This is an optimization exercise on Yosys and OpenROAD, whose aim is small area, a short achievable clock period and few clock cycles, not a production implementation.
No run shown here included a check of the RTL's function; only the layout flow was run.
Power and IR drop assume default switching activity.

## flow/design.v (module list and top-level ports; edited modules follow where they fit)
// module csa_level: 49 lines
// module param_wallace_multiplier: 3566 lines
module param_wallace_multiplier
#(
    parameter int WIDTH = 32
) (
    input  logic                 clk,
    input  logic                 rst,
    input  logic [WIDTH-1:0]     a,
    input  logic [WIDTH-1:0]     b,
    input  logic                 signed_mode,
    input  logic                 in_valid,
    output logic                 in_ready,
    output logic [2*WIDTH-1:0]   product,
    output logic                 out_valid,
    input  logic                 out_ready
);
  // ...
==> flow/flow/run.sh <==
#!/bin/bash
# Own layout flow: the standard ORFS flow, with Yosys's generic "abc -fast"
# inside "synth" skipped (SYNTH_ARGS=-noabc). That pass re-maps the
# XOR3/majority full-adder logic before ORFS's extract_fa, which then finds the
# adders in inverted form and leaves an inverter on most adder-to-adder nets.
# Everything else (registers, their names, the final ABC mapping, floorplan,
# placement, CTS, routing) is the standard flow.
set -euo pipefail
bash standard.sh SYNTH_ARGS=-noabc finish > standard_flow.log 2>&1
==> flow/standard.sh <==
#!/bin/bash
# synth_recipe.tcl (not shown) runs the flow's synth.tcl, then flattens the netlist and writes it again
# the make line also repeats each setting of config.mk as NAME=value (left out here)
make -C /OpenROAD-flow-scripts/flow DESIGN_CONFIG=/design/flow/config.mk WORK_HOME=/design/flow/orfs CLKGATE_MAP_FILE= SYNTH_SCRIPT=/design/flow/synth_recipe.tcl "${@:-finish}"
==> flow/config.mk <==
export PLATFORM = sky130hd
export DESIGN_NAME = param_wallace_multiplier
export DESIGN_NICKNAME = param_wallace_multiplier
export VERILOG_FILES = /design/flow/design.v
export SDC_FILE = /design/flow/constraint.sdc
export NUM_CORES = 4
export LEC_CHECK = 0
export ABC_CLOCK_PERIOD_IN_PS = 5000
export CAP_MARGIN = 20
export CORE_MARGIN = 2
export CORE_UTILIZATION = 40
export SETUP_SLACK_MARGIN = 4.0
export SLEW_MARGIN = 20
==> flow/constraint.sdc <==
create_clock -name core_clock -period 10.0 [get_ports {clk}]
set_input_delay 2.0000 -clock core_clock [delete_from_list [all_inputs] [get_ports {clk}]]
set_output_delay 2.0000 -clock core_clock [all_outputs]
set_load 0.01 [all_outputs]
==> impl_summary.log, run 1 <==
[metrics] proportion of cell area occupied by registers: 0.104
[metrics] final worst path period need: 6.12 ns
[metrics] Critical Path Fanout Max: 12
[metrics] number of enable-type register cells in the synthesized netlist: 128
[metrics] maximum resistive drop on vdd: 0.275 mV
[metrics] Most used DFF post-synth: sky130_fd_sc_hd__edfxtp_1
[metrics] switching power: 6.95 mW
[metrics] number of instances in the synthesized netlist: 2892
[metrics] GR Util met3: 0.0944
[metrics] clock transition at the registers of the reported paths: 0.06 ns
[metrics] antenna-violating nets left: 0
[metrics] overall die area: 73700 um^2
[metrics] outcome: complete, no violations
[metrics] sequential-to-total area share from yosys stat: 0.135
[metrics] clock root buffer: sky130_fd_sc_hd__clkbuf_16
[metrics] crit path kind: input port to flop
[metrics] maximum clock rate: 163 MHz
[metrics] Period Utilization, post-route: 0.612
[metrics] number of logic stages on the critical path including buffering: 11
[metrics] Non-CTS inverters: 122
[metrics] post-detailed-routing wire length: 113000 um
[metrics] Max-Cap Viols: 0
[metrics] Int Power: 7.34 mW
[metrics] worst-case setup margin in the final layout: 3.88 ns
[metrics] global-route wire length before repair: 164000 um
[metrics] simple-gate portion of the synthesized area: 0.0521
[metrics] Detailed Place HPWL: 79000 um
[metrics] comb pwr: 12.0 mW
[metrics] largest buffer count on any clock path: 2
[metrics] final setup violating endpoints: 0
[metrics] Worst Reg2Reg Path Length in Cells: 2
[metrics] layout sequential cell count: 129
[metrics] Tightest Hold Check Type: flop to flop
==> inputs of run 2 (changes only) <==
--- a/flow/design.v
+++ b/flow/design.v
@@ -89,22 +89,26 @@
     input  logic [WIDTH-1:0]     b,
     input  logic                 signed_mode,
     input  logic                 in_valid,
     output logic                 in_ready,
     output logic [2*WIDTH-1:0]   product,
     output logic                 out_valid,
     input  logic                 out_ready
 );
-    logic [127:0] r_q;
-    logic [127:0] r_d;
+    logic [115:0] r_q;
+    logic [115:0] r_d;
     logic        v_q;
     logic        adv_s;
-    logic [63:0] row_x;
-    logic [63:0] row_y;
+    logic [45:0] row_x;
+    logic [45:0] row_y;
+    logic [17:0] lo_x;
+    logic [17:0] lo_y;
+    logic [18:0] lo_s;
+    logic [46:0] hi_s;
     logic [33:0] ax;
     logic [34:0] bx;
     logic [33:0] xa_0;
     logic [33:0] xa_1;
     logic [33:0] xa_2;
     logic [33:0] xa_3;
     logic [33:0] xa_4;
     logic [33:0] xa_5;
@@ -2890,18 +2894,16 @@
     assign s441 = s431 ^ s433 ^ s435;
     assign c442 = (s431 & s433) | (s431 & s435) | (s433 & s435);
     assign s443 = s437 ^ c410 ^ c412;
     assign c444 = (s437 & c410) | (s437 & c412) | (c410 & c412);
     assign s445 = s439 ^ s441 ^ c414;
     assign c446 = (s439 & s441) | (s439 & c414) | (s441 & c414);
     assign s447 = s443 ^ c416 ^ s445;
     assign c448 = (s443 & c416) | (s443 & s445) | (c416 & s445);
-    assign s449 = c418 ^ s447;
-    assign c450 = c418 & s447;
     assign s451 = pp_0_31 ^ pp_1_29 ^ pp_2_27;
     assign c452 = (pp_0_31 & pp_1_29) | (pp_0_31 & pp_2_27) | (pp_1_29 & pp_2_27);
     assign s453 = pp_3_25 ^ pp_4_23 ^ pp_5_21;
     assign c454 = (pp_3_25 & pp_4_23) | (pp_3_25 & pp_5_21) | (pp_4_23 & pp_5_21);
     assign s455 = pp_6_19 ^ pp_7_17 ^ pp_8_15;
     assign c456 = (pp_6_19 & pp_7_17) | (pp_6_19 & pp_8_15) | (pp_7_17 & pp_8_15);
     assign s457 = pp_9_13 ^ pp_10_11 ^ pp_11_9;
     assign c458 = (pp_9_13 & pp_10_11) | (pp_9_13 & pp_11_9) | (pp_10_11 & pp_11_9);
@@ -2920,18 +2922,16 @@
     assign s471 = s461 ^ s463 ^ s465;
     assign c472 = (s461 & s463) | (s461 & s465) | (s463 & s465);
     assign s473 = c440 ^ s467 ^ c442;
     assign c474 = (c440 & s467) | (c440 & c442) | (s467 & c442);
     assign s475 = s469 ^ s471 ^ c444;
     assign c476 = (s469 & s471) | (s469 & c444) | (s471 & c444);
     assign s477 = s473 ^ c446 ^ s475;
     assign c478 = (s473 & c446) | (s473 & s475) | (c446 & s475);
-    assign s479 = c448 ^ s477;
-    assign c480 = c448 & s477;
     assign s481 = neg_16 ^ pp_0_32 ^ pp_1_30;
     assign c482 = (neg_16 & pp_0_32) | (neg_16 & pp_1_30) | (pp_0_32 & pp_1_30);
     assign s483 = pp_2_28 ^ pp_3_26 ^ pp_4_24;
     assign c484 = (pp_2_28 & pp_3_26) | (pp_2_28 & pp_4_24) | (pp_3_26 & pp_4_24);
     assign s485 = pp_5_22 ^ pp_6_20 ^ pp_7_18;
     assign c486 = (pp_5_22 & pp_6_20) | (pp_5_22 & pp_7_18) | (pp_6_20 & pp_7_18);
     assign s487 = pp_8_16 ^ pp_9_14 ^ pp_10_12;
     assign c488 = (pp_8_16 & pp_9_14) | (pp_8_16 & pp_10_12) | (pp_9_14 & pp_10_12);
@@ -2952,18 +2952,16 @@
     assign s503 = s495 ^ s497 ^ c468;
     assign c504 = (s495 & s497) | (s495 & c468) | (s497 & c468);
     assign s505 = c470 ^ s499 ^ c472;
     assign c506 = (c470 & s499) | (c470 & c472) | (s499 & c472);
     assign s507 = s501 ^ s503 ^ c474;
     assign c508 = (s501 & s503) | (s501 & c474) | (s503 & c474);
     assign s509 = s505 ^ c476 ^ s507;
     assign c510 = (s505 & c476) | (s505 & s507) | (c476 & s507);
-    assign s511 = c478 ^ s509;
-    assign c512 = c478 & s509;
     assign s513 = 1'b1 ^ pp_0_33 ^ pp_1_31;
     assign c514 = (1'b1 & pp_0_33) | (1'b1 & pp_1_31) | (pp_0_33 & pp_1_31);
     assign s515 = pp_2_29 ^ pp_3_27 ^ pp_4_25;
     assign c516 = (pp_2_29 & pp_3_27) | (pp_2_29 & pp_4_25) | (pp_3_27 & pp_4_25);
     assign s517 = pp_5_23 ^ pp_6_21 ^ pp_7_19;
     assign c518 = (pp_5_23 & pp_6_21) | (pp_5_23 & pp_7_19) | (pp_6_21 & pp_7_19);
     assign s519 = pp_8_17 ^ pp_9_15 ^ pp_10_13;
     assign c520 = (pp_8_17 & pp_9_15) | (pp_8_17 & pp_10_13) | (pp_9_15 & pp_10_13);
@@ -3044,18 +3042,16 @@
     assign s597 = s587 ^ s589 ^ s591;
     assign c598 = (s587 & s589) | (s587 & s591) | (s589 & s591);
     assign s599 = c564 ^ c566 ^ s593;
     assign c600 = (c564 & c566) | (c564 & s593) | (c566 & s593);
     assign s601 = c568 ^ s595 ^ s597;
     assign c602 = (c568 & s595) | (c568 & s597) | (s595 & s597);
     assign s603 = c570 ^ s599 ^ s601;
     assign c604 = (c570 & s599) | (c570 & s601) | (s599 & s601);
-    assign s605 = c572 ^ s603 ^ c574;
-    assign c606 = (c572 & s603) | (c572 & c574) | (s603 & c574);
     assign s607 = 1'b1 ^ pp_2_32 ^ pp_3_30;
     assign c608 = (1'b1 & pp_2_32) | (1'b1 & pp_3_30) | (pp_2_32 & pp_3_30);
     assign s609 = pp_4_28 ^ pp_5_26 ^ pp_6_24;
     assign c610 = (pp_4_28 & pp_5_26) | (pp_4_28 & pp_6_24) | (pp_5_26 & pp_6_24);
     assign s611 = pp_7_22 ^ pp_8_20 ^ pp_9_18;
     assign c612 = (pp_7_22 & pp_8_20) | (pp_7_22 & pp_9_18) | (pp_8_20 & pp_9_18);
     assign s613 = pp_10_16 ^ pp_11_14 ^ pp_12_12;
     assign c614 = (pp_10_16 & pp_11_14) | (pp_10_16 & pp_12_12) | (pp_11_14 & pp_12_12);
@@ -3102,18 +3098,16 @@
     assign s655 = c622 ^ s647 ^ s649;
     assign c656 = (c622 & s647) | (c622 & s649) | (s647 & s649);
     assign s657 = s651 ^ c624 ^ c626;
     assign c658 = (s651 & c624) | (s651 & c626) | (c624 & c626);
     assign s659 = s653 ^ s655 ^ c628;
     assign c660 = (s653 & s655) | (s653 & c628) | (s655 & c628);
     assign s661 = c630 ^ s657 ^ c632;
     assign c662 = (c630 & s657) | (c630 & c632) | (s657 & c632);
-    assign s663 = s659 ^ c634 ^ s661;
-    assign c664 = (s659 & c634) | (s659 & s661) | (c634 & s661);
     assign s665 = 1'b1 ^ pp_3_32 ^ pp_4_30;
     assign c666 = (1'b1 & pp_3_32) | (1'b1 & pp_4_30) | (pp_3_32 & pp_4_30);
     assign s667 = pp_5_28 ^ pp_6_26 ^ pp_7_24;
     assign c668 = (pp_5_28 & pp_6_26) | (pp_5_28 & pp_7_24) | (pp_6_26 & pp_7_24);
     assign s669 = pp_8_22 ^ pp_9_20 ^ pp_10_18;
     assign c670 = (pp_8_22 & pp_9_20) | (pp_8_22 & pp_10_18) | (pp_9_20 & pp_10_18);
     assign s671 = pp_11_16 ^ pp_12_14 ^ pp_13_12;
     assign c672 = (pp_11_16 & pp_12_14) | (pp_11_16 & pp_13_12) | (pp_12_14 & pp_13_12);
@@ -3156,18 +3150,16 @@
     assign s709 = c678 ^ c680 ^ s701;
     assign c710 = (c678 & c680) | (c678 & s701) | (c680 & s701);
     assign s711 = s703 ^ s705 ^ c682;
     assign c712 = (s703 & s705) | (s703 & c682) | (s705 & c682);
     assign s713 = s707 ^ c684 ^ s709;
     assign c714 = (s707 & c684) | (s707 & s709) | (c684 & s709);
     assign s715 = c686 ^ s711 ^ s713;
     assign c716 = (c686 & s711) | (c686 & s713) | (s711 & s713);
-    assign s717 = c688 ^ s715 ^ c690;
-    assign c718 = (c688 & s715) | (c688 & c690) | (s715 & c690);
     assign s719 = 1'b1 ^ pp_4_32 ^ pp_5_30;
     assign c720 = (1'b1 & pp_4_32) | (1'b1 & pp_5_30) | (pp_4_32 & pp_5_30);
     assign s721 = pp_6_28 ^ pp_7_26 ^ pp_8_24;
     assign c722 = (pp_6_28 & pp_7_26) | (pp_6_28 & pp_8_24) | (pp_7_26 & pp_8_24);
     assign s723 = pp_9_22 ^ pp_10_20 ^ pp_11_18;
     assign c724 = (pp_9_22 & pp_10_20) | (pp_9_22 & pp_11_18) | (pp_10_20 & pp_11_18);
     assign s725 = pp_12_16 ^ pp_13_14 ^ pp_14_12;
     assign c726 = (pp_12_16 & pp_13_14) | (pp_12_16 & pp_14_12) | (pp_13_14 & pp_14_12);
@@ -3206,18 +3198,16 @@
     assign s759 = c728 ^ c730 ^ c732;
     assign c760 = (c728 & c730) | (c728 & c732) | (c730 & c732);
     assign s761 = s753 ^ s755 ^ s757;
     assign c762 = (s753 & s755) | (s753 & s757) | (s755 & s757);
     assign s763 = c734 ^ c736 ^ s759;
     assign c764 = (c734 & c736) | (c734 & s759) | (c736 & s759);
     assign s765 = s761 ^ c738 ^ s763;
     assign c766 = (s761 & c738) | (s761 & s763) | (c738 & s763);
-    assign s767 = c740 ^ s765 ^ c742;
-    assign c768 = (c740 & s765) | (c740 & c742) | (s765 & c742);
     assign s769 = 1'b1 ^ pp_5_32 ^ pp_6_30;
     assign c770 = (1'b1 & pp_5_32) | (1'b1 & pp_6_30) | (pp_5_32 & pp_6_30);
     assign s771 = pp_7_28 ^ pp_8_26 ^ pp_9_24;
     assign c772 = (pp_7_28 & pp_8_26) | (pp_7_28 & pp_9_24) | (pp_8_26 & pp_9_24);
     assign s773 = pp_10_22 ^ pp_11_20 ^ pp_12_18;
     assign c774 = (pp_10_22 & pp_11_20) | (pp_10_22 & pp_12_18) | (pp_11_20 & pp_12_18);
     assign s775 = pp_13_16 ^ pp_14_14 ^ pp_15_12;
     assign c776 = (pp_13_16 & pp_14_14) | (pp_13_16 & pp_15_12) | (pp_14_14 & pp_15_12);
@@ -3493,155 +3483,161 @@
     assign c1046 = (pp_14_33 & pp_15_31) | (pp_14_33 & pp_16_29) | (pp_15_31 & pp_16_29);
     assign s1047 = c1040 ^ s1045 ^ c1042;
     assign c1048 = (c1040 & s1045) | (c1040 & c1042) | (s1045 & c1042);
     assign s1049 = 1'b1 ^ pp_15_32 ^ pp_16_30;
     assign c1050 = (1'b1 & pp_15_32) | (1'b1 & pp_16_30) | (pp_15_32 & pp_16_30);
     assign s1051 = c1046 ^ s1049;
     assign c1052 = c1046 & s1049;
     assign s1053 = pp_15_33 ^ pp_16_31 ^ c1050;
-    assign r_d[0] = c508;
-    assign r_d[1] = s541;
-    assign r_d[2] = c510;
-    assign r_d[3] = pp_0_0;
-    assign r_d[4] = neg_0;
-    assign r_d[5] = pp_0_1;
-    assign r_d[6] = pp_1_0;
-    assign r_d[7] = s1;
-    assign r_d[8] = c2;
-    assign r_d[9] = s3;
-    assign r_d[10] = s5;
-    assign r_d[11] = s7;
-    assign r_d[12] = s9;
-    assign r_d[13] = s11;
-    assign r_d[14] = s15;
-    assign r_d[15] = s17;
-    assign r_d[16] = s21;
-    assign r_d[17] = s23;
-    assign r_d[18] = c24;
-    assign r_d[19] = s31;
-    assign r_d[20] = s37;
-    assign r_d[21] = s39;
-    assign r_d[22] = s47;
-    assign r_d[23] = s49;
-    assign r_d[24] = c50;
-    assign r_d[25] = s59;
-    assign r_d[26] = c60;
-    assign r_d[27] = s71;
-    assign r_d[28] = s81;
-    assign r_d[29] = s83;
-    assign r_d[30] = c84;
-    assign r_d[31] = s97;
-    assign r_d[32] = c98;
-    assign r_d[33] = s111;
-    assign r_d[34] = c112;
-    assign r_d[35] = s127;
-    assign r_d[36] = c128;
-    assign r_d[37] = s143;
-    assign r_d[38] = c144;
-    assign r_d[39] = s161;
-    assign r_d[40] = s177;
-    assign r_d[41] = s179;
-    assign r_d[42] = c180;
-    assign r_d[43] = s199;
-    assign r_d[44] = c200;
-    assign r_d[45] = s219;
-    assign r_d[46] = c220;
-    assign r_d[47] = s241;
-    assign r_d[48] = c242;
-    assign r_d[49] = s263;
-    assign r_d[50] = c264;
-    assign r_d[51] = s287;
-    assign r_d[52] = c288;
-    assign r_d[53] = s311;
-    assign r_d[54] = c312;
-    assign r_d[55] = s337;
-    assign r_d[56] = c338;
-    assign r_d[57] = s363;
-    assign r_d[58] = s389;
-    assign r_d[59] = s391;
-    assign r_d[60] = c392;
-    assign r_d[61] = s419;
-    assign r_d[62] = c420;
-    assign r_d[63] = s449;
-    assign r_d[64] = c450;
-    assign r_d[65] = s479;
-    assign r_d[66] = c480;
-    assign r_d[67] = s511;
-    assign r_d[68] = c512;
-    assign r_d[69] = s575;
-    assign r_d[70] = c576;
-    assign r_d[71] = s605;
-    assign r_d[72] = c606;
-    assign r_d[73] = s635;
-    assign r_d[74] = c636;
-    assign r_d[75] = s663;
-    assign r_d[76] = c664;
-    assign r_d[77] = s691;
-    assign r_d[78] = c692;
-    assign r_d[79] = s717;
-    assign r_d[80] = c718;
-    assign r_d[81] = s743;
-    assign r_d[82] = c744;
-    assign r_d[83] = s767;
-    assign r_d[84] = c768;
-    assign r_d[85] = s791;
-    assign r_d[86] = c792;
-    assign r_d[87] = s813;
-    assign r_d[88] = c814;
-    assign r_d[89] = s835;
-    assign r_d[90] = c836;
-    assign r_d[91] = s855;
-    assign r_d[92] = c856;
-    assign r_d[93] = s875;
-    assign r_d[94] = c876;
-    assign r_d[95] = s893;
-    assign r_d[96] = c894;
-    assign r_d[97] = s911;
-    assign r_d[98] = c912;
-    assign r_d[99] = s927;
-    assign r_d[100] = c928;
-    assign r_d[101] = s943;
-    assign r_d[102] = c944;
-    assign r_d[103] = s957;
-    assign r_d[104] = c958;
-    assign r_d[105] = s971;
-    assign r_d[106] = c972;
-    assign r_d[107] = s983;
-    assign r_d[108] = c984;
-    assign r_d[109] = s995;
-    assign r_d[110] = c996;
-    assign r_d[111] = s1005;
-    assign r_d[112] = c1006;
-    assign r_d[113] = s1015;
-    assign r_d[114] = c1016;
-    assign r_d[115] = s1023;
-    assign r_d[116] = c1024;
-    assign r_d[117] = s1031;
-    assign r_d[118] = c1032;
-    assign r_d[119] = s1037;
-    assign r_d[120] = c1038;
-    assign r_d[121] = s1043;
-    assign r_d[122] = c1044;
-    assign r_d[123] = s1047;
-    assign r_d[124] = c1048;
-    assign r_d[125] = s1051;
-    assign r_d[126] = c1052;
-    assign r_d[127] = s1053;
+    assign lo_x = {c128, c112, c98, c84, s81, c60, c50, s47, s37, c24, s21, s15, s9, s5, c2, pp_1_0, pp_0_1, pp_0_0};
+    assign lo_y = {s143, s127, s111, s97, s83, s71, s59, s49, s39, s31, s23, s17, s11, s7, s3, s1, 1'b0, neg_0};
+    assign lo_s = {1'b0, lo_x} + {1'b0, lo_y};
+    assign r_d[0] = c418;
+    assign r_d[1] = s447;
+    assign r_d[2] = c448;
+    assign r_d[3] = s477;
+    assign r_d[4] = c478;
+    assign r_d[5] = s509;
+    assign r_d[6] = c508;
+    assign r_d[7] = s541;
+    assign r_d[8] = c510;
+    assign r_d[9] = c572;
+    assign r_d[10] = s603;
+    assign r_d[11] = c574;
+    assign r_d[12] = s659;
+    assign r_d[13] = c634;
+    assign r_d[14] = s661;
+    assign r_d[15] = c688;
+    assign r_d[16] = s715;
+    assign r_d[17] = c690;
+    assign r_d[18] = c740;
+    assign r_d[19] = s765;
+    assign r_d[20] = c742;
+    assign r_d[21] = lo_s[0];
+    assign r_d[22] = lo_s[1];
+    assign r_d[23] = lo_s[2];
+    assign r_d[24] = lo_s[3];
+    assign r_d[25] = lo_s[4];
+    assign r_d[26] = lo_s[5];
+    assign r_d[27] = lo_s[6];
+    assign r_d[28] = lo_s[7];
+    assign r_d[29] = lo_s[8];
+    assign r_d[30] = lo_s[9];
+    assign r_d[31] = lo_s[10];
+    assign r_d[32] = lo_s[11];
+    assign r_d[33] = lo_s[12];
+    assign r_d[34] = lo_s[13];
+    assign r_d[35] = lo_s[14];
+    assign r_d[36] = lo_s[15];
+    assign r_d[37] = lo_s[16];
+    assign r_d[38] = lo_s[17];
+    assign r_d[39] = lo_s[18];
+    assign r_d[40] = c144;
+    assign r_d[41] = s161;
+    assign r_d[42] = s177;
+    assign r_d[43] = s179;
+    assign r_d[44] = c180;
+    assign r_d[45] = s199;
+    assign r_d[46] = c200;
+    assign r_d[47] = s219;
+    assign r_d[48] = c220;
+    assign r_d[49] = s241;
+    assign r_d[50] = c242;
+    assign r_d[51] = s263;
+    assign r_d[52] = c264;
+    assign r_d[53] = s287;
+    assign r_d[54] = c288;
+    assign r_d[55] = s311;
+    assign r_d[56] = c312;
+    assign r_d[57] = s337;
+    assign r_d[58] = c338;
+    assign r_d[59] = s363;
+    assign r_d[60] = s389;
+    assign r_d[61] = s391;
+    assign r_d[62] = c392;
+    assign r_d[63] = s419;
+    assign r_d[64] = c420;
+    assign r_d[65] = s575;
+    assign r_d[66] = c576;
+    assign r_d[67] = s635;
+    assign r_d[68] = c636;
+    assign r_d[69] = s691;
+    assign r_d[70] = c692;
+    assign r_d[71] = s743;
+    assign r_d[72] = c744;
+    assign r_d[73] = s791;
+    assign r_d[74] = c792;
+    assign r_d[75] = s813;
+    assign r_d[76] = c814;
+    assign r_d[77] = s835;
+    assign r_d[78] = c836;
+    assign r_d[79] = s855;
+    assign r_d[80] = c856;
+    assign r_d[81] = s875;
+    assign r_d[82] = c876;
+    assign r_d[83] = s893;
+    assign r_d[84] = c894;
+    assign r_d[85] = s911;
+    assign r_d[86] = c912;
+    assign r_d[87] = s927;
+    assign r_d[88] = c928;
+    assign r_d[89] = s943;
+    assign r_d[90] = c944;
+    assign r_d[91] = s957;
+    assign r_d[92] = c958;
+    assign r_d[93] = s971;
+    assign r_d[94] = c972;
+    assign r_d[95] = s983;
+    assign r_d[96] = c984;
+    assign r_d[97] = s995;
+    assign r_d[98] = c996;
+    assign r_d[99] = s1005;
+    assign r_d[100] = c1006;
+    assign r_d[101] = s1015;
+    assign r_d[102] = c1016;
+    assign r_d[103] = s1023;
+    assign r_d[104] = c1024;
+    assign r_d[105] = s1031;
+    assign r_d[106] = c1032;
+    assign r_d[107] = s1037;
+    assign r_d[108] = c1038;
+    assign r_d[109] = s1043;
+    assign r_d[110] = c1044;
+    assign r_d[111] = s1047;
+    assign r_d[112] = c1048;
+    assign r_d[113] = s1051;
+    assign r_d[114] = c1052;
+    assign r_d[115] = s1053;
     always_ff @(posedge clk) begin
         if (rst) begin
             v_q <= 1'b0;
         end else if (adv_s) begin
             v_q <= in_valid;
         end
     end
     always_ff @(posedge clk) begin
         if (adv_s) begin
             r_q <= r_d;
         end
     end
-    assign s543 = r_q[0] ^ r_q[1] ^ r_q[2];
-    assign c544 = (r_q[0] & r_q[1]) | (r_q[0] & r_q[2]) | (r_q[1] & r_q[2]);
-    assign row_x = {r_q[126], r_q[124], r_q[122], r_q[120], r_q[118], r_q[116], r_q[114], r_q[112], r_q[110], r_q[108], r_q[106], r_q[104], r_q[102], r_q[100], r_q[98], r_q[96], r_q[94], r_q[92], r_q[90], r_q[88], r_q[86], r_q[84], r_q[82], r_q[80], r_q[78], r_q[76], r_q[74], r_q[72], r_q[70], c544, r_q[68], r_q[66], r_q[64], r_q[62], r_q[60], r_q[58], r_q[56], r_q[54], r_q[52], r_q[50], r_q[48], r_q[46], r_q[44], r_q[42], r_q[40], r_q[38], r_q[36], r_q[34], r_q[32], r_q[30], r_q[28], r_q[26], r_q[24], r_q[22], r_q[20], r_q[18], r_q[16], r_q[14], r_q[12], r_q[10], r_q[8], r_q[6], r_q[5], r_q[3]};
-    assign row_y = {r_q[127], r_q[125], r_q[123], r_q[121], r_q[119], r_q[117], r_q[115], r_q[113], r_q[111], r_q[109], r_q[107], r_q[105], r_q[103], r_q[101], r_q[99], r_q[97], r_q[95], r_q[93], r_q[91], r_q[89], r_q[87], r_q[85], r_q[83], r_q[81], r_q[79], r_q[77], r_q[75], r_q[73], r_q[71], r_q[69], s543, r_q[67], r_q[65], r_q[63], r_q[61], r_q[59], r_q[57], r_q[55], r_q[53], r_q[51], r_q[49], r_q[47], r_q[45], r_q[43], r_q[41], r_q[39], r_q[37], r_q[35], r_q[33], r_q[31], r_q[29], r_q[27], r_q[25], r_q[23], r_q[21], r_q[19], r_q[17], r_q[15], r_q[13], r_q[11], r_q[9], r_q[7], 1'b0, r_q[4]};
-    assign product   = row_x + row_y;
+    assign s449 = r_q[0] ^ r_q[1];
+    assign c450 = r_q[0] & r_q[1];
+    assign s479 = r_q[2] ^ r_q[3];
+    assign c480 = r_q[2] & r_q[3];
+    assign s511 = r_q[4] ^ r_q[5];
+    assign c512 = r_q[4] & r_q[5];
+    assign s543 = r_q[6] ^ r_q[7] ^ r_q[8];
+    assign c544 = (r_q[6] & r_q[7]) | (r_q[6] & r_q[8]) | (r_q[7] & r_q[8]);
+    assign s605 = r_q[9] ^ r_q[10] ^ r_q[11];
+    assign c606 = (r_q[9] & r_q[10]) | (r_q[9] & r_q[11]) | (r_q[10] & r_q[11]);
+    assign s663 = r_q[12] ^ r_q[13] ^ r_q[14];
+    assign c664 = (r_q[12] & r_q[13]) | (r_q[12] & r_q[14]) | (r_q[13] & r_q[14]);
+    assign s717 = r_q[15] ^ r_q[16] ^ r_q[17];
+    assign c718 = (r_q[15] & r_q[16]) | (r_q[15] & r_q[17]) | (r_q[16] & r_q[17]);
+    assign s767 = r_q[18] ^ r_q[19] ^ r_q[20];
+    assign c768 = (r_q[18] & r_q[19]) | (r_q[18] & r_q[20]) | (r_q[19] & r_q[20]);
+    assign row_x = {r_q[114], r_q[112], r_q[110], r_q[108], r_q[106], r_q[104], r_q[102], r_q[100], r_q[98], r_q[96], r_q[94], r_q[92], r_q[90], r_q[88], r_q[86], r_q[84], r_q[82], r_q[80], r_q[78], r_q[76], r_q[74], c768, r_q[72], c718, r_q[70], c664, r_q[68], c606, r_q[66], c544, c512, c480, c450, r_q[64], r_q[62], r_q[60], r_q[58], r_q[56], r_q[54], r_q[52], r_q[50], r_q[48], r_q[46], r_q[44], r_q[42], r_q[40]};
+    assign row_y = {r_q[115], r_q[113], r_q[111], r_q[109], r_q[107], r_q[105], r_q[103], r_q[101], r_q[99], r_q[97], r_q[95], r_q[93], r_q[91], r_q[89], r_q[87], r_q[85], r_q[83], r_q[81], r_q[79], r_q[77], r_q[75], r_q[73], s767, r_q[71], s717, r_q[69], s663, r_q[67], s605, r_q[65], s543, s511, s479, s449, r_q[63], r_q[61], r_q[59], r_q[57], r_q[55], r_q[53], r_q[51], r_q[49], r_q[47], r_q[45], r_q[43], r_q[41]};
+    assign hi_s = {row_x, 1'b1} + {row_y, r_q[39]};
+    assign product   = {hi_s[46:1], r_q[38], r_q[37], r_q[36], r_q[35], r_q[34], r_q[33], r_q[32], r_q[31], r_q[30], r_q[29], r_q[28], r_q[27], r_q[26], r_q[25], r_q[24], r_q[23], r_q[22], r_q[21]};
     assign out_valid = v_q;
 endmodule
==> run 2 against run 1 <==
Sequential power is 7% lower. Sequential cell count is 12 lower. Utilization is 0.83 points lower. Fmax is 2.3% higher. Power is 6.5% lower. Count of clock-buffer cells in the layout is 3 lower. Cell area is 4.8% lower. Setup slack better by 0.14 ns. Die area is 2.4% lower. Combinational power is 7% lower. Synthesized cell count is 2.7% lower. Clock power is 16% higher. Largest power group unchanged. Highest routed layer unchanged.
==> impl_summary.log, run 2 <==
[metrics] iteration-0 DRC count of the detailed router: 2839 (was 3027)
[metrics] number of ports placed on the die boundary: 135 (unchanged)
[metrics] worst-case setup margin in the final layout: 4.02 ns (was 3.88 ns)
[metrics] number of logic stages on the critical path including buffering: 14 (was 11)
[metrics] clock root buffer: sky130_fd_sc_hd__clkbuf_16 (unchanged)
[metrics] number of hold violations in the final report: 0 (unchanged)
[metrics] vias in the first global route: 25500 (was 26000)
[metrics] proportion of register bits with asynchronous set or reset after synthesis: 0 (unchanged)
[metrics] number of antenna violations at the first check in global routing: 3 (was 2)
[metrics] flip-flop and latch count after synthesis: 117 (was 129)
[metrics] total leakage power: 13.5 nW (was 14.2 nW)
[metrics] crit path DAT: 6.21 ns (was 6.28 ns)
[metrics] depth of the CTS H-tree: 4 (unchanged)
[metrics] Detailed Place HPWL: 74600 um (was 79000 um)
[metrics] synthesized cell area: 27900 um^2 (was 28600 um^2)
[metrics] most used cell, CP: sky130_fd_sc_hd__fa_2 (unchanged)
[metrics] hold-critical path depth: 2 (unchanged)
[metrics] clock transition at the registers of the reported paths: 0.06 ns (about the same)
[metrics] post-synthesis cell type count: 57 (was 64)
[metrics] worst r2r dst: r_q[67] (was r_q[26])
[metrics] total of buffers placed on input and output ports: 134 (unchanged)
[metrics] final worst path period need: 5.98 ns (was 6.12 ns)
[metrics] Area Overhead vs Synth: 26.3% (was 29.5%)
[metrics] largest buffer count on any clock path: 2 (unchanged)
[metrics] Most used DFF post-synth: sky130_fd_sc_hd__edfxtp_1 (unchanged)
[metrics] worst slack at placement: 2.26 ns (was 2.12 ns)
[metrics] count of buffering cells on the critical path with inverters included: 3 (was 2)
[metrics] Tightest Hold Check Type: flop to flop (unchanged)
[metrics] reg-to-reg critical path startpoint: v_q (unchanged)
[metrics] crit path kind: input port to flop (unchanged)
[metrics] number of fillers in the final layout: 6039 (was 6163)
[metrics] routability congestion estimate from global placement: 0.962 (was 0.961)
[metrics] number of nets produced by synthesis: 3491 (was 3567)
[metrics] Avg Vias per Cell: 6.39 (was 6.30)
[metrics] type of element launching the critical path: input port (unchanged)
[metrics] maximum clock rate: 167 MHz (was 163 MHz)
[metrics] DR vias: 25200 (was 25500)
[metrics] Largest register FFs: 116 (was 128)
[metrics] reg-to-reg slack, setup: 8.27 ns (was 7.81 ns)
[metrics] number of buffers added by the clock tree synthesis step: 17 (unchanged)
[metrics] register ranked first by flip-flop count: r_q (unchanged)
[metrics] Pwr per Cell Area: 378 nW/um^2 (was 385 nW/um^2)
[metrics] clock latency of the later-clocked register in the worst-skew pair: 0.48 ns (was 0.43 ns)
[metrics] number of search-and-repair iterations in the first detailed-routing pass: 6 (unchanged)
[metrics] cell taking the most area after synthesis: sky130_fd_sc_hd__fa_1 (unchanged)
[metrics] post-layout utilization of the core: 0.513 (was 0.521)
[metrics] sequential-to-total area share from yosys stat: 0.125 (was 0.135)
[metrics] proportion of layout cells with a drive suffix above 1: 0.231 (was 0.275)
[metrics] overall die height: 268 um (was 272 um)
[metrics] cell type of the slowest stage on the worst timing path: sky130_fd_sc_hd__fa_1 (was sky130_fd_sc_hd__fa_2)
[metrics] synthesized area per cell: 9.93 um^2 (was 9.90 um^2)
[metrics] CTS tree: built (unchanged)
[metrics] RSZ-0062 raised after global routing: yes (unchanged)
[metrics] wire per inst: 27.8 um (was 27.9 um)
[metrics] DRC violation count after routing: 0 (unchanged)
[metrics] global-route wire length before repair: 156000 um (was 164000 um)
[metrics] core area: 68800 um^2 (was 71100 um^2)
[metrics] width of the chip: 268 um (was 272 um)
[metrics] Fin Setup TNS: 0 ns (unchanged)
[metrics] overall die area: 72000 um^2 (was 73700 um^2)
[metrics] Critical Path Fanout Max: 8 (was 12)
[metrics] Max-Cap Viols: 0 (unchanged)
[metrics] cell chain of the critical path: clkbuf_4, ha_4, nand2b_4, inv_16, buf_4, xnor2_1, o22ai_1, fa_2, fa_2, fa_2, fa_2, fa_1, fa_1, ha_1 (was clkdlybuf4s18_2, buf_6, xnor2_1, o22ai_1, fa_2, fa_2, fa_2, fa_2, fa_2, fa_2, fa_2)
[metrics] pin slew with the least headroom to its limit: 0.916 ns (was 1.06 ns)
[metrics] most common cell in the netlist: sky130_fd_sc_hd__xnor2_1 (unchanged)
[metrics] aggregate global routing overflow: 0 (unchanged)
[metrics] number of warnings issued by yosys: 1 (unchanged)
[metrics] Post-CTS Hold Buffers: 0 (unchanged)
[metrics] nature of the critical path endpoint: flop (unchanged)
[metrics] antenna-violating nets left: 0 (unchanged)
[metrics] post-layout net count: 3673 (was 3757)
[metrics] final setup violating endpoints: 0 (unchanged)
[metrics] CP top delay family: adder cells (unchanged)
[metrics] number of enable-type register cells in the synthesized netlist: 116 (was 128)
[metrics] source of the worst hold timing path: v_q (unchanged)
[metrics] Period Utilization, post-route: 0.598 (was 0.612)
[metrics] Worst setup startpoint: b[1] (was a[16])
[metrics] worst path required time: 10.23 ns (was 10.16 ns)
[metrics] number of instances in the synthesized netlist: 2815 (was 2892)
[metrics] Core Rows: 96 (was 98)
[metrics] most common cell after layout, fill and taps aside: sky130_fd_sc_hd__xnor2_1 (unchanged)
[metrics] post-detailed-routing wire length: 110000 um (was 113000 um)
[metrics] biggest registers after layout: r_q (116), v_q (1) (was r_q (128), v_q (1))
[metrics] initial cell density of the core: 0.406 (was 0.403)
[metrics] global-route total usage across every layer: 0.294 (was 0.297)
[metrics] commonest cells in the synthesized netlist: 511 x sky130_fd_sc_hd__xnor2_1, 465 x sky130_fd_sc_hd__fa_1, 435 x sky130_fd_sc_hd__o22ai_1 (was 521 x sky130_fd_sc_hd__xnor2_1, 464 x sky130_fd_sc_hd__fa_1, 437 x sky130_fd_sc_hd__o22ai_1)
[metrics] most area-consuming cells after synthesis: sky130_fd_sc_hd__fa_1 33%, sky130_fd_sc_hd__xnor2_1 16%, sky130_fd_sc_hd__edfxtp_1 12%, sky130_fd_sc_hd__o22ai_1 9.7%, sky130_fd_sc_hd__ha_1 6.4% (was sky130_fd_sc_hd__fa_1 32%, sky130_fd_sc_hd__xnor2_1 16%, sky130_fd_sc_hd__edfxtp_1 13%, sky130_fd_sc_hd__o22ai_1 9.5%, sky130_fd_sc_hd__ha_1 6.2%)
[metrics] maximum cell stage delay along the critical path: 0.55 ns (was 0.57 ns)
[metrics] commonest cells after routing, fill and taps aside: 433 x sky130_fd_sc_hd__xnor2_1, 411 x sky130_fd_sc_hd__o22ai_1, 368 x sky130_fd_sc_hd__fa_1, 187 x sky130_fd_sc_hd__buf_4, 116 x sky130_fd_sc_hd__edfxtp_1 (was 403 x sky130_fd_sc_hd__xnor2_1, 341 x sky130_fd_sc_hd__o22ai_1, 325 x sky130_fd_sc_hd__fa_1, 185 x sky130_fd_sc_hd__buf_4, 139 x sky130_fd_sc_hd__fa_2)
[metrics] Worst Reg2Reg Path Length in Cells: 2 (unchanged)
[metrics] max-slew violation count: 0 (unchanged)
[metrics] maximum resistive drop on vdd: 0.260 mV (was 0.275 mV)
[metrics] headroom to the max-slew limit: 0.389 (was 0.286)
[metrics] antenna diode count: 0 (was 1)
[metrics] outcome: complete, no violations (unchanged)
[metrics] clock tree sinks: 117 (was 129)
[metrics] terminating pin of the worst hold path: v_q (unchanged)
[metrics] Clock Skew: 0.00919 ns (was 0.00795 ns)
[metrics] maximum number of pins on one net before global-route repair: 59 (was 70)
[metrics] top-area cell type share of the netlist area: 0.333 (was 0.324)
[run 2: what timing repair did]
| action | in CTS | in global routing |
|---|---|---|
| cloned | 24 | 11 |
| pin swaps | 35 | 36 |
| resized for setup | 287 | 269 |
| buffers inserted | 75 | 118 |
| setup endpoints to repair | 119 | 64 |
[run 2: layer usage]
| layer | global-route usage | wire [um] |
|---|---|---|
| met2 | 0.461 | 49700 |
| met4 | 0.163 | 6930 |
| met3 | 0.0844 | 12600 |
| met5 | 0 | 35 |
| met1 | 0.364 | 40500 |
[run 2: how the worst max path moves through the flow]
| stage | slack (ns) | endpoint |
|---|---|---|
| 2_1_floorplan | 3.94 | r_q[67] |
| 3_3_place_gp | 2.33 | r_q[75] |
| 3_5_place_dp | 2.26 | r_q[5] |
| 4_1_cts | 3.84 | product[59] |
| 5_1_grt | 3.80 | product[59] |
| 6_report | 4.02 | r_q[63] |
[run 2: logic make-up after synthesis]
group                    after synthesis  share of synthesized area
multiplexers                          29                     0.0104
AO/OA/AOI/OAI                        806                      0.183
XOR/XNOR                             585                      0.183
flip-flops                           117                      0.125
buffers and inverters                369                     0.0521
adder cells (fa/ha/maj)              607                      0.397
AND/OR/NAND/NOR                      302                     0.0494
[run 2: worst register-to-register path, delay by kind of cell, from the launching register on]
kind / cells / cell delay (ns)
buffers and inverters: 1 / 0.68
flip-flops: 1 / 0.33
AND/OR/NAND/NOR: 1 / 0.30
[run 2: power breakdown]
group / switching [mW] / internal [mW] / total, mW / leakage [nW]
Sequential: 0.0898 / 1.47 / 1.56 / 1.24
Clock: 0.287 / 0.398 / 0.685 / 0.302
Combinational: 5.93 / 5.19 / 11.1 / 12.0
Total: 6.31 / 7.05 / 13.4 / 13.5
[run 2: area by class of cell]
type / count / area [um^2] / area share
clock inverter: 15 / 193 / 0.00546
sequential: 117 / 3500 / 0.0992
tap: 931 / 1160 / 0.0330
inverter: 101 / 542 / 0.0153
clock buffer: 17 / 425 / 0.0120
timing repair buffer: 407 / 4260 / 0.121
timing repair inverter: 18 / 213 / 0.00602
multi-input combinational: 2335 / 25000 / 0.708
[run 2: metrics by stage]
stage               std cells  instance area, um^2  power [mW]  hold WS (ns)
floorplan                2815                29100        8.36          1.95
global placement         3680                30500        11.7         0.792
detailed placement       3681                30500        12.0         0.828
CTS                      3812                33100        13.0         0.838
global route             3941                35300        14.6         0.882
finish                   3941                35300        13.4         0.805

-- static timing again, ports no longer ideal --
No port has a modelled driver above. Below, the same layouts with a new extraction and two added sets of constraints.
Step 1: set_driving_cell puts a clkbuf_16 on clk and a buf_2 on each other input, an assumption about the parent block.
Step 2 adds t to the input delays and takes it off the output delays; t is the mean of the earliest and latest rising clock arrival at the registers after step 1. Input paths then give back, and output paths get back, about the clock's delay inside the block.
Slacks: ideal / step 1 / step 2; pairs: ideal / step 1.
| run | shift t [ns] | slack for setup (ns) | worst hold slack (ns) | pins driven straight from the clock port |
|---|---|---|---|---|
| run 1 | 0.479 | 3.882 / 3.911 / 3.432 | 1.153 / 1.153 / 1.153 | 1 |
| run 2 | 0.545 | 4.019 / 3.963 / 3.500 | 0.805 / 0.805 / 0.805 | 1 |
After both steps setup and hold are still met in every run listed. The setup slack of run 2, which loses most, moves by -0.056 ns with the drivers and by -0.519 ns with both steps.
